From an optimization exercise on the open Yosys and OpenROAD flow, aimed at small area, a short achievable clock period and few clock cycles per item; shortcuts taken in it are not production practice. The RTL was checked by simulation tests, not by an equivalence proof against the original design. No activity file was given, so power comes from the tool's default toggle rates.

$ cat flow/run.sh
#!/bin/bash
# synth_recipe.tcl (not shown) runs the flow's synth.tcl, then flattens the netlist and writes it again
# the make line also repeats each setting of config.mk as NAME=value (left out here)
make -C /OpenROAD-flow-scripts/flow DESIGN_CONFIG=/design/flow/config.mk WORK_HOME=/design/flow/orfs CLKGATE_MAP_FILE= SYNTH_SCRIPT=/design/flow/synth_recipe.tcl finish
$ cat flow/config.mk
export PLATFORM = sky130hd
export DESIGN_NAME = gpio_port_register_block
export DESIGN_NICKNAME = gpio_port_register_block
export VERILOG_FILES = /design/flow/design.v
export SDC_FILE = /design/flow/constraint.sdc
export NUM_CORES = 4
export LEC_CHECK = 0
export CAP_MARGIN = 20
export CORE_MARGIN = 2
export CORE_UTILIZATION = 40
export PLACE_DENSITY = 0.6
export SLEW_MARGIN = 20
$ cat flow/constraint.sdc
create_clock -name core_clock -period 5.0 [get_ports {clk}]
set_input_delay 1.0000 -clock core_clock [delete_from_list [all_inputs] [get_ports {clk}]]
set_output_delay 1.0000 -clock core_clock [all_outputs]
set_load 0.01 [all_outputs]
$ cat flow/design.v
package gpio_prb_pkg;
  localparam int PORT_COUNT_DEF = 5;
  localparam int PINS_PER_PORT_DEF = 16;
  localparam int PIN_W = 16;
  localparam int WORD_W = 32;
  localparam int PORT_SEL_W = 5;
  localparam int KEY_BIT = 16;
  localparam logic [3:0] AF_MASK = 4'hF;
  localparam logic [3:0] REG_MODE = 4'd0;
  localparam logic [3:0] REG_TYPE = 4'd1;
  localparam logic [3:0] REG_SPEED = 4'd2;
  localparam logic [3:0] REG_PULL = 4'd3;
  localparam logic [3:0] REG_INPUT = 4'd4;
  localparam logic [3:0] REG_OUTPUT = 4'd5;
  localparam logic [3:0] REG_SETRESET = 4'd6;
  localparam logic [3:0] REG_LOCK = 4'd7;
  localparam logic [3:0] REG_AFLOW = 4'd8;
  localparam logic [3:0] REG_AFHIGH = 4'd9;
  typedef struct packed {
    logic capture;
    logic execute;
  } prb_cmd_t;
  function automatic logic [WORD_W-1:0] spread2(input logic [PIN_W-1:0] bits);
    logic [WORD_W-1:0] r;
    r = '0;
    for (int p = 0; p < PIN_W; p++) begin
      r[2*p +: 2] = {2{bits[p]}};
    end
    spread2 = r;
  endfunction
  function automatic logic [WORD_W-1:0] spread4(input logic [7:0] bits);
    logic [WORD_W-1:0] r;
    r = '0;
    for (int p = 0; p < 8; p++) begin
      r[4*p +: 4] = bits[p] ? AF_MASK : 4'h0;
    end
    spread4 = r;
  endfunction
  function automatic logic [PIN_W-1:0] outputs_enabled(input logic [WORD_W-1:0] mw);
    logic [PIN_W-1:0] r;
    for (int p = 0; p < PIN_W; p++) begin
      r[p] = (mw[2*p +: 2] == 2'b01);
    end
    outputs_enabled = r;
  endfunction
endpackage
module gpio_prb_ctrl
(
  input  logic     clk,
  input  logic     rst,
  input  logic     s_tvalid,
  output logic     s_tready,
  output logic     m_tvalid,
  input  logic     m_tready,
  output gpio_prb_pkg::prb_cmd_t cmd
);
  localparam logic ST_IDLE = 1'b0;
  localparam logic ST_EXEC = 1'b1;
  logic state;
  logic state_next;
  logic out_valid;
  logic out_valid_next;
  logic accept;
  assign s_tready = (state == ST_IDLE) && (!out_valid || m_tready);
  assign accept = s_tvalid && s_tready;
  assign m_tvalid = out_valid;
  assign cmd.capture = accept;
  assign cmd.execute = (state == ST_EXEC);
  always_comb begin
    state_next = state;
    case (state)
      ST_IDLE: begin
        if (accept) state_next = ST_EXEC;
      end
      ST_EXEC: begin
        state_next = ST_IDLE;
      end
      default: state_next = ST_IDLE;
    endcase
  end
  always_comb begin
    out_valid_next = out_valid;
    if (out_valid && m_tready) out_valid_next = 1'b0;
    if (state == ST_EXEC) out_valid_next = 1'b1;
  end
  always_ff @(posedge clk) begin
    if (rst) begin
      state <= ST_IDLE;
      out_valid <= 1'b0;
    end else begin
      state <= state_next;
      out_valid <= out_valid_next;
    end
  end
endmodule
module gpio_prb_datapath
#(
  parameter int PORT_COUNT = gpio_prb_pkg::PORT_COUNT_DEF,
  parameter int PINS_PER_PORT = gpio_prb_pkg::PINS_PER_PORT_DEF
) (
  input  logic         clk,
  input  logic         rst,
  input  gpio_prb_pkg::prb_cmd_t     cmd,
  input  logic         in_mode,
  input  logic [2:0]   in_port_index,
  input  logic [3:0]   in_reg_select,
  input  logic [31:0]  in_write_data,
  input  logic [15:0]  in_pin_levels,
  output logic [31:0]  read_data,
  output logic [15:0]  pin_drive,
  output logic [15:0]  output_enable,
  output logic         port_locked
);
  localparam int PORT_W = (PORT_COUNT > 1) ? $clog2(PORT_COUNT) : 1;
  localparam logic [gpio_prb_pkg::PIN_W-1:0] PIN_MASK =
    gpio_prb_pkg::PIN_W'((17'd1 << PINS_PER_PORT) - 17'd1);
  localparam logic [1:0] PH_IDLE = 2'd0;
  localparam logic [1:0] PH_FIRST = 2'd1;
  localparam logic [1:0] PH_CLEAR = 2'd2;
  logic [gpio_prb_pkg::WORD_W-1:0] pin_mode_word [PORT_COUNT];
  logic [gpio_prb_pkg::PIN_W-1:0]  output_type_bits [PORT_COUNT];
  logic [gpio_prb_pkg::WORD_W-1:0] speed_word [PORT_COUNT];
  logic [gpio_prb_pkg::WORD_W-1:0] pull_word [PORT_COUNT];
  logic [gpio_prb_pkg::PIN_W-1:0]  output_latch [PORT_COUNT];
  logic [gpio_prb_pkg::WORD_W-1:0] altfunc_low_word [PORT_COUNT];
  logic [gpio_prb_pkg::WORD_W-1:0] altfunc_high_word [PORT_COUNT];
  logic [gpio_prb_pkg::PIN_W:0]    lock_word [PORT_COUNT];
  logic [1:0]        lock_phase [PORT_COUNT];
  logic              wr_q;
  logic [2:0]        port_q;
  logic [3:0]        sel_q;
  logic [31:0]       data_q;
  logic [15:0]       lev_q;
  logic [gpio_prb_pkg::PORT_SEL_W-1:0] port_ext;
  logic [PORT_W-1:0] idx;
  logic              port_ok;
  logic              do_write;
  logic [gpio_prb_pkg::WORD_W-1:0] cur_mode;
  logic [gpio_prb_pkg::PIN_W-1:0]  cur_type;
  logic [gpio_prb_pkg::WORD_W-1:0] cur_speed;
  logic [gpio_prb_pkg::WORD_W-1:0] cur_pull;
  logic [gpio_prb_pkg::PIN_W-1:0]  cur_latch;
  logic [gpio_prb_pkg::WORD_W-1:0] cur_aflow;
  logic [gpio_prb_pkg::WORD_W-1:0] cur_afhigh;
  logic [gpio_prb_pkg::PIN_W:0]    cur_lock;
  logic [1:0]        cur_phase;
  logic [gpio_prb_pkg::PIN_W-1:0]  locked;
  logic [gpio_prb_pkg::PIN_W-1:0]  free_pins;
  logic [gpio_prb_pkg::WORD_W-1:0] free2;
  logic [gpio_prb_pkg::PIN_W-1:0]  lk_pins;
  logic [gpio_prb_pkg::PIN_W-1:0]  lk_held;
  logic              lk_key;
  logic [gpio_prb_pkg::WORD_W-1:0] mode_next;
  logic [gpio_prb_pkg::PIN_W-1:0]  type_next;
  logic [gpio_prb_pkg::WORD_W-1:0] speed_next;
  logic [gpio_prb_pkg::WORD_W-1:0] pull_next;
  logic [gpio_prb_pkg::PIN_W-1:0]  latch_next;
  logic [gpio_prb_pkg::WORD_W-1:0] aflow_next;
  logic [gpio_prb_pkg::WORD_W-1:0] afhigh_next;
  logic [gpio_prb_pkg::PIN_W:0]    lock_next;
  logic [1:0]        phase_next;
  logic [gpio_prb_pkg::WORD_W-1:0] rd;
  assign port_ext = {2'b00, port_q};
  assign port_ok = (port_ext < gpio_prb_pkg::PORT_SEL_W'(PORT_COUNT));
  assign idx = port_ext[PORT_W-1:0];
  assign do_write = cmd.execute && port_ok && wr_q;
  always_comb begin
    cur_mode = '0;
    cur_type = '0;
    cur_speed = '0;
    cur_pull = '0;
    cur_latch = '0;
    cur_aflow = '0;
    cur_afhigh = '0;
    cur_lock = '0;
    cur_phase = '0;
    for (int i = 0; i < PORT_COUNT; i++) begin
      if (port_q == 3'(i)) begin
        cur_mode = pin_mode_word[i];
        cur_type = output_type_bits[i];
        cur_speed = speed_word[i];
        cur_pull = pull_word[i];
        cur_latch = output_latch[i];
        cur_aflow = altfunc_low_word[i];
        cur_afhigh = altfunc_high_word[i];
        cur_lock = lock_word[i];
        cur_phase = lock_phase[i];
      end
    end
  end
  assign locked = cur_lock[gpio_prb_pkg::KEY_BIT] ? (cur_lock[gpio_prb_pkg::PIN_W-1:0] & PIN_MASK) : '0;
  assign free_pins = PIN_MASK & ~locked;
  assign free2 = gpio_prb_pkg::spread2(free_pins);
  assign lk_pins = data_q[gpio_prb_pkg::PIN_W-1:0] & PIN_MASK;
  assign lk_held = cur_lock[gpio_prb_pkg::PIN_W-1:0] & PIN_MASK;
  assign lk_key = data_q[gpio_prb_pkg::KEY_BIT];
  always_comb begin
    mode_next = cur_mode;
    type_next = cur_type;
    speed_next = cur_speed;
    pull_next = cur_pull;
    latch_next = cur_latch;
    aflow_next = cur_aflow;
    afhigh_next = cur_afhigh;
    lock_next = cur_lock;
    phase_next = cur_phase;
    if (wr_q) begin
      case (sel_q)
        gpio_prb_pkg::REG_MODE: mode_next = (cur_mode & ~free2) | (data_q & free2);
        gpio_prb_pkg::REG_TYPE: type_next = (cur_type & ~free_pins) | (data_q[gpio_prb_pkg::PIN_W-1:0] & free_pins);
        gpio_prb_pkg::REG_SPEED: speed_next = (cur_speed & ~free2) | (data_q & free2);
        gpio_prb_pkg::REG_PULL: pull_next = (cur_pull & ~free2) | (data_q & free2);
        gpio_prb_pkg::REG_OUTPUT: latch_next = data_q[gpio_prb_pkg::PIN_W-1:0] & PIN_MASK;
        gpio_prb_pkg::REG_SETRESET: begin
          latch_next = ((cur_latch & ~data_q[31:16]) | data_q[15:0]) & PIN_MASK;
        end
        gpio_prb_pkg::REG_LOCK: begin
          if (!cur_lock[gpio_prb_pkg::KEY_BIT]) begin
            if (cur_phase == PH_FIRST && !lk_key && lk_pins == lk_held) begin
              phase_next = PH_CLEAR;
            end else if (cur_phase == PH_CLEAR && lk_key && lk_pins == lk_held) begin
              lock_next = {1'b1, lk_held};
              phase_next = PH_IDLE;
            end else begin
              lock_next = {1'b0, lk_pins};
              phase_next = lk_key ? PH_FIRST : PH_IDLE;
            end
          end
        end
        gpio_prb_pkg::REG_AFLOW: begin
          aflow_next = (cur_aflow & ~gpio_prb_pkg::spread4(free_pins[7:0]))
                     | (data_q & gpio_prb_pkg::spread4(free_pins[7:0]));
        end
        gpio_prb_pkg::REG_AFHIGH: begin
          afhigh_next = (cur_afhigh & ~gpio_prb_pkg::spread4(free_pins[15:8]))
                      | (data_q & gpio_prb_pkg::spread4(free_pins[15:8]));
        end
        default: ;
      endcase
    end
  end
  always_comb begin
    rd = '0;
    if (!wr_q) begin
      case (sel_q)
        gpio_prb_pkg::REG_MODE: rd = cur_mode;
        gpio_prb_pkg::REG_TYPE: rd = {16'h0, cur_type};
        gpio_prb_pkg::REG_SPEED: rd = cur_speed;
        gpio_prb_pkg::REG_PULL: rd = cur_pull;
        gpio_prb_pkg::REG_INPUT: rd = {16'h0, lev_q & PIN_MASK};
        gpio_prb_pkg::REG_OUTPUT: rd = {16'h0, cur_latch};
        gpio_prb_pkg::REG_LOCK: rd = {15'h0, cur_lock};
        gpio_prb_pkg::REG_AFLOW: rd = cur_aflow;
        gpio_prb_pkg::REG_AFHIGH: rd = cur_afhigh;
        default: rd = '0;
      endcase
    end
  end
  always_ff @(posedge clk) begin
    if (cmd.capture) begin
      wr_q <= in_mode;
      port_q <= in_port_index;
      sel_q <= in_reg_select;
      data_q <= in_write_data;
      lev_q <= in_pin_levels;
    end
  end
  always_ff @(posedge clk) begin
    if (rst) begin
      for (int i = 0; i < PORT_COUNT; i++) begin
        pin_mode_word[i] <= '0;
        output_type_bits[i] <= '0;
        speed_word[i] <= '0;
        pull_word[i] <= '0;
        output_latch[i] <= '0;
        altfunc_low_word[i] <= '0;
        altfunc_high_word[i] <= '0;
        lock_word[i] <= '0;
        lock_phase[i] <= PH_IDLE;
      end
    end else if (do_write) begin
      for (int i = 0; i < PORT_COUNT; i++) begin
        if (port_q == 3'(i)) begin
          pin_mode_word[i] <= mode_next;
          output_type_bits[i] <= type_next;
          speed_word[i] <= speed_next;
          pull_word[i] <= pull_next;
          output_latch[i] <= latch_next;
          altfunc_low_word[i] <= aflow_next;
          altfunc_high_word[i] <= afhigh_next;
          lock_word[i] <= lock_next;
          lock_phase[i] <= phase_next;
        end
      end
    end
  end
  always_ff @(posedge clk) begin
    if (cmd.execute) begin
      if (port_ok) begin
        read_data <= rd;
        pin_drive <= latch_next;
        output_enable <= gpio_prb_pkg::outputs_enabled(mode_next);
        port_locked <= lock_next[gpio_prb_pkg::KEY_BIT];
      end else begin
        read_data <= '0;
        pin_drive <= '0;
        output_enable <= '0;
        port_locked <= 1'b0;
      end
    end
  end
endmodule
module gpio_port_register_block
#(
  parameter int PORT_COUNT = gpio_prb_pkg::PORT_COUNT_DEF,
  parameter int PINS_PER_PORT = gpio_prb_pkg::PINS_PER_PORT_DEF
) (
  input  logic        clk,
  input  logic        rst,
  input  logic        s_tvalid,
  output logic        s_tready,
  input  logic [47:0] s_tdata,   
  input  logic [7:0]  s_tuser,   
  output logic        m_tvalid,
  input  logic        m_tready,
  output logic [71:0] m_tdata    
);
  gpio_prb_pkg::prb_cmd_t    cmd;
  logic [31:0] read_data;
  logic [15:0] pin_drive;
  logic [15:0] output_enable;
  logic        port_locked;
  gpio_prb_ctrl u_ctrl (
    .clk      (clk),
    .rst      (rst),
    .s_tvalid (s_tvalid),
    .s_tready (s_tready),
    .m_tvalid (m_tvalid),
    .m_tready (m_tready),
    .cmd      (cmd)
  );
  gpio_prb_datapath #(
    .PORT_COUNT    (PORT_COUNT),
    .PINS_PER_PORT (PINS_PER_PORT)
  ) u_datapath (
    .clk           (clk),
    .rst           (rst),
    .cmd           (cmd),
    .in_mode       (s_tuser[0]),
    .in_port_index (s_tuser[3:1]),
    .in_reg_select (s_tuser[7:4]),
    .in_write_data (s_tdata[31:0]),
    .in_pin_levels (s_tdata[47:32]),
    .read_data     (read_data),
    .pin_drive     (pin_drive),
    .output_enable (output_enable),
    .port_locked   (port_locked)
  );
  assign m_tdata = {7'h0, port_locked, output_enable, pin_drive, read_data};
endmodule
==> results.py <==
metrics = {
    "run_status": {
        "status": "complete, no violations",
    },
    "detailed_routing": {
        "drtAntennaViolNets": 0,
        "via_per_inst": 6.07,
        "num_vias": 52523,
        "drc": 0,
        "wl_um": 220000,
        "post_drt_wl_per_cell_um": 25.5,
        "first_pass_iters": 6,
        "drtIter0Drc": 7008,
    },
    "setup_path": {
        "crit_fanout": 49,
        "crit_chain": "buf_4 -> nor2b_4 -> a22oi_1 -> a2bb2o_1 -> and2_0 -> nor3_1 -> a21oi_1 -> nand2_1 -> a21oi_1",
        "slowest_stage": "a2bb2o_1",
        "cp-end-kind": "flip-flop",
        "critPathRequiredTime_ns": 5.71,
        "max_stage_delay_ns": 0.72,
        "arrival_ns": 4.88,
        "startpoint_type": "flip-flop",
        "path_common_cell": "a21oi_1",
        "path_class": "flip-flop to flip-flop",
    },
    "clock_network": {
        "clockRootBuffer": "clkbuf_16",
        "cts_sinks": 1178,
        "clk_latency_ns": 0.79,
        "cts_buffers": 130,
        "post-cts-setup-buffers": 0,
        "cts_hold_repair.buffers": 0,
        "cts_resized": 0,
        "clockBufferDepth": 3,
        "h-tree-depth": 4,
        "clk_pin_slew_ns": 0.06,
        "cts_tree": "built",
    },
    "grt": {
        "antenna_found_initial": 18,
        "grt_pass1_vias": 48122,
        "grt-ovfl-total": 0,
        "grt_pass1_wl_um": 323000,
        "grt_max_degree": 147,
        "grtUsageTotal": 0.311,
    },
    "floorplanning": {
        "die_area_sq_mm": 0.137,
        "chipWidth_um": 371,
        "initial_utilization": 0.403,
        "boundaryPins": 134,
        "die_y_um": 371,
        "core_area_sq_mm": 0.133,
        "rows": 134,
    },
    "logic_synthesis": {
        "synth_cell_type_count": 61,
        "yosys_warnings": 11,
        "ys_seq_area_frac": 0.461,
        "synthArstFlopShare": 0,
        "avgSynthCellArea_sq_um": 7.71,
        "yosysTopAreaCellShare": 0.393,
        "ys_seq_elements": 1178,
        "synth-main-ff-cell": "dfxtp_1",
        "synth.largest_area_cell": "dfxtp_1",
        "synth_edf_count": 121,
        "syn_inst": 6980,
        "synthTopCellsByArea": "dfxtp_1, nand2_1, a21oi_1",
        "netlist_area_sq_mm": 0.0538,
    },
    "sta": {
        "tightest_slew_ns": 1.22,
        "setup_viol": 0,
        "rsz0062_at_grt": "false",
        "fmax_mhz": 240,
        "fin_setup_tns_ns": 0,
        "relSlewSlack": 0.178,
        "whs_ns": 0.452,
        "drv_slew": 0,
        "skew_ns": 0.0289,
        "fin_crit_sh": 0.833,
        "post-route-min-period_ns": 4.17,
        "setup_ws_ns": 0.835,
        "hold_viol": 0,
    },
    "place": {
        "placed_cells_incl_taps": 8418,
        "gp_congestion": 0.931,
        "post-dp-hpwl_um": 131000,
        "numPortBuffers": 126,
        "place_ws_ns": 0.976,
    },
    "power_and_ir_drop": {
        "power_switching_uw": 5220,
        "internal-power_uw": 15400,
        "p_sw_frac": 0.253,
        "seqPwrFrac": 0.473,
        "clockPowerShare": 0.467,
        "power.density_mw_per_mm2": 339,
        "ir_drop_mv": 0.331,
        "p_comb_frac": 0.060,
        "leakage_uw": 0.0190,
    },
    "worst_hold_path": {
        "hold_path.class": "flip-flop to flip-flop",
    },
    "finish": {
        "final_common_cell": "nand2_1",
        "fin_util": 0.457,
        "area_growth_pct": 13.4,
        "drive_above_1_share": 0.0741,
        "fin_nets": 6842,
        "layout_common_cells": "nand2_1, a21oi_1, dfxtp_1, nor2_1, a22oi_1",
        "layoutNonFillerInstCount": 8660,
    },
    "run": {
        "max_cap_violations": 0,
    },
}
## per-stage QoR
step,power [uW],area [sq um]
5_1_grt,21100,61000
4_1_cts,20700,61000
3_5_place_dp,11100,56700
3_3_place_gp,11100,56700
2_1_floorplan,10500,53800
6_report,20700,61000
## worst max-delay path, delay by kind of cell (launching register included)
kind / cells / cell delay (ns)
compound gates: 4 / 1.54
simple gates: 4 / 1.39
buf+inv: 1 / 0.69
flops: 1 / 0.48
## layer usage
layer  global-route usage  part of all wire  vias to the layer above
li1                     -                 -                    23650
met1                0.415              0.40                    25065
met2                0.461              0.43                     3136
met3               0.0777              0.12                      660
met4                0.167             0.055                       12
met5                    0           0.00034                        -
## cell usage after synthesis, drive strengths merged, types with 2 or more instances
master,number
nand2,2059
a21oi,1211
dfxtp,1057
nor2,501
clkbuf,492
a22oi,247
o21ai,238
mux2i,222
a211oi,180
buf,139
edfxtp,121
o22ai,97
nor3,89
o221a,80
mux2,50
o211ai,21
nand4b,16
nor3b,16
xnor2,16
o21a,13
nor2b,12
and2,11
nand3,11
or4bb,10
and3,9
nor4,9
a21bo,6
a222oi,6
nand3b,6
nand4bb,6
a31oi,5
inv,5
nand2b,4
nand4,4
a2111oi,2
## sequential cells by signal, summed over array words and instances (netlist names), 3 cells and up
name / cells
u_datapath.pull_word: 160
u_datapath.altfunc_low_word: 160
u_datapath.pin_mode_word: 160
u_datapath.lev_q: 16
u_datapath.speed_word: 160
u_datapath.sel_q: 4
u_datapath.port_q: 3
u_datapath.output_enable: 16
u_datapath.data_q: 32
u_datapath.lock_phase: 10
u_datapath.lock_word: 85
u_datapath.read_data: 32
u_datapath.output_type_bits: 80
u_datapath.pin_drive: 16
u_datapath.output_latch: 80
u_datapath.altfunc_high_word: 160
## worst paths after layout
kind | from | to | slack (ns) | cells past startpoint
max | u_datapath.port_q[2]$_DFFE_PP_ | u_datapath.output_type_bits[0][9]$_SDFFE_PP0P_ | 0.83 | 9
max reg2reg | u_datapath.port_q[2]$_DFFE_PP_ | u_datapath.output_type_bits[0][9]$_SDFFE_PP0P_ | 0.83 | 9
min reg2reg | u_datapath.altfunc_low_word[4][10]$_SDFFE_PP0P_ | u_datapath.altfunc_low_word[4][10]$_SDFFE_PP0P_ | 0.45 | 2
min | u_datapath.altfunc_low_word[4][10]$_SDFFE_PP0P_ | u_datapath.altfunc_low_word[4][10]$_SDFFE_PP0P_ | 0.45 | 2
## logic make-up (layout without fill, tap and decap cells)
group           after synthesis  after routing  share of synthesized area
simple gates               2765           2765                      0.203
buf+inv                     636            536                     0.0482
flops                      1178           1178                      0.461
other cells                   1             13                  0.0000697
mux                         272            272                     0.0522
xor+xnor                     16             16                    0.00274
compound gates             2112           2112                      0.233
## power by group through the flow
| stage | Sequential (uW) | Combinational (uW) | Clock, uW |
|---|---|---|---|
| 6_report | 9770 | 1230 | 9650 |
| 5_1_grt | 9760 | 1250 | 10100 |
| 4_1_cts | 9760 | 1180 | 9740 |
| 2_1_floorplan | 9880 | 642 | 0 |
| 3_5_place_dp | 9960 | 1180 | 0 |
| 3_3_place_gp | 9970 | 1170 | 0 |
## layout make-up
cell class              instances  area (sq um)
clock inverters                51           430
repair buffers                295          3080
multi-input cells            5172         26600
fillers                     13289         72500
diodes                          6          15.0
well taps                    1768          2210
inverters                       5          26.3
clock buffers                 185          3810
flip-flops and latches       1178         24800
Testbench counts, summed over its fixed seeds: cycles 9,608, items 4,800.

[separate check: timing with driven ports]
Ports are ideal in the flow. The routed layout listed here was re-timed in OpenROAD.
Step 1 (the two cells are an assumption about what drives the block):
set clk [get_ports {clk}]
set_driving_cell -lib_cell sky130_fd_sc_hd__clkbuf_16 $clk
set_driving_cell -lib_cell sky130_fd_sc_hd__buf_2 [delete_from_list [all_inputs] $clk]
Step 2, shift: input delay + t, output delay - t, t = (earliest + latest rising clock arrival at the registers) / 2. This alone moves slack from input paths to output paths.
Slacks: ideal ports / drivers / drivers and shift; pairs: ideal ports / drivers.
shift t [ns]: 0.853
setup slack, ns: 0.835 / 0.835 / 0.835
worst slew at a driven data input, ns: 0.06
cell pins on the clock port's net: 1
After both steps setup and hold are still met in this run. The setup slack of this run moves by 0.000 ns with the drivers and by 0.000 ns with both steps.
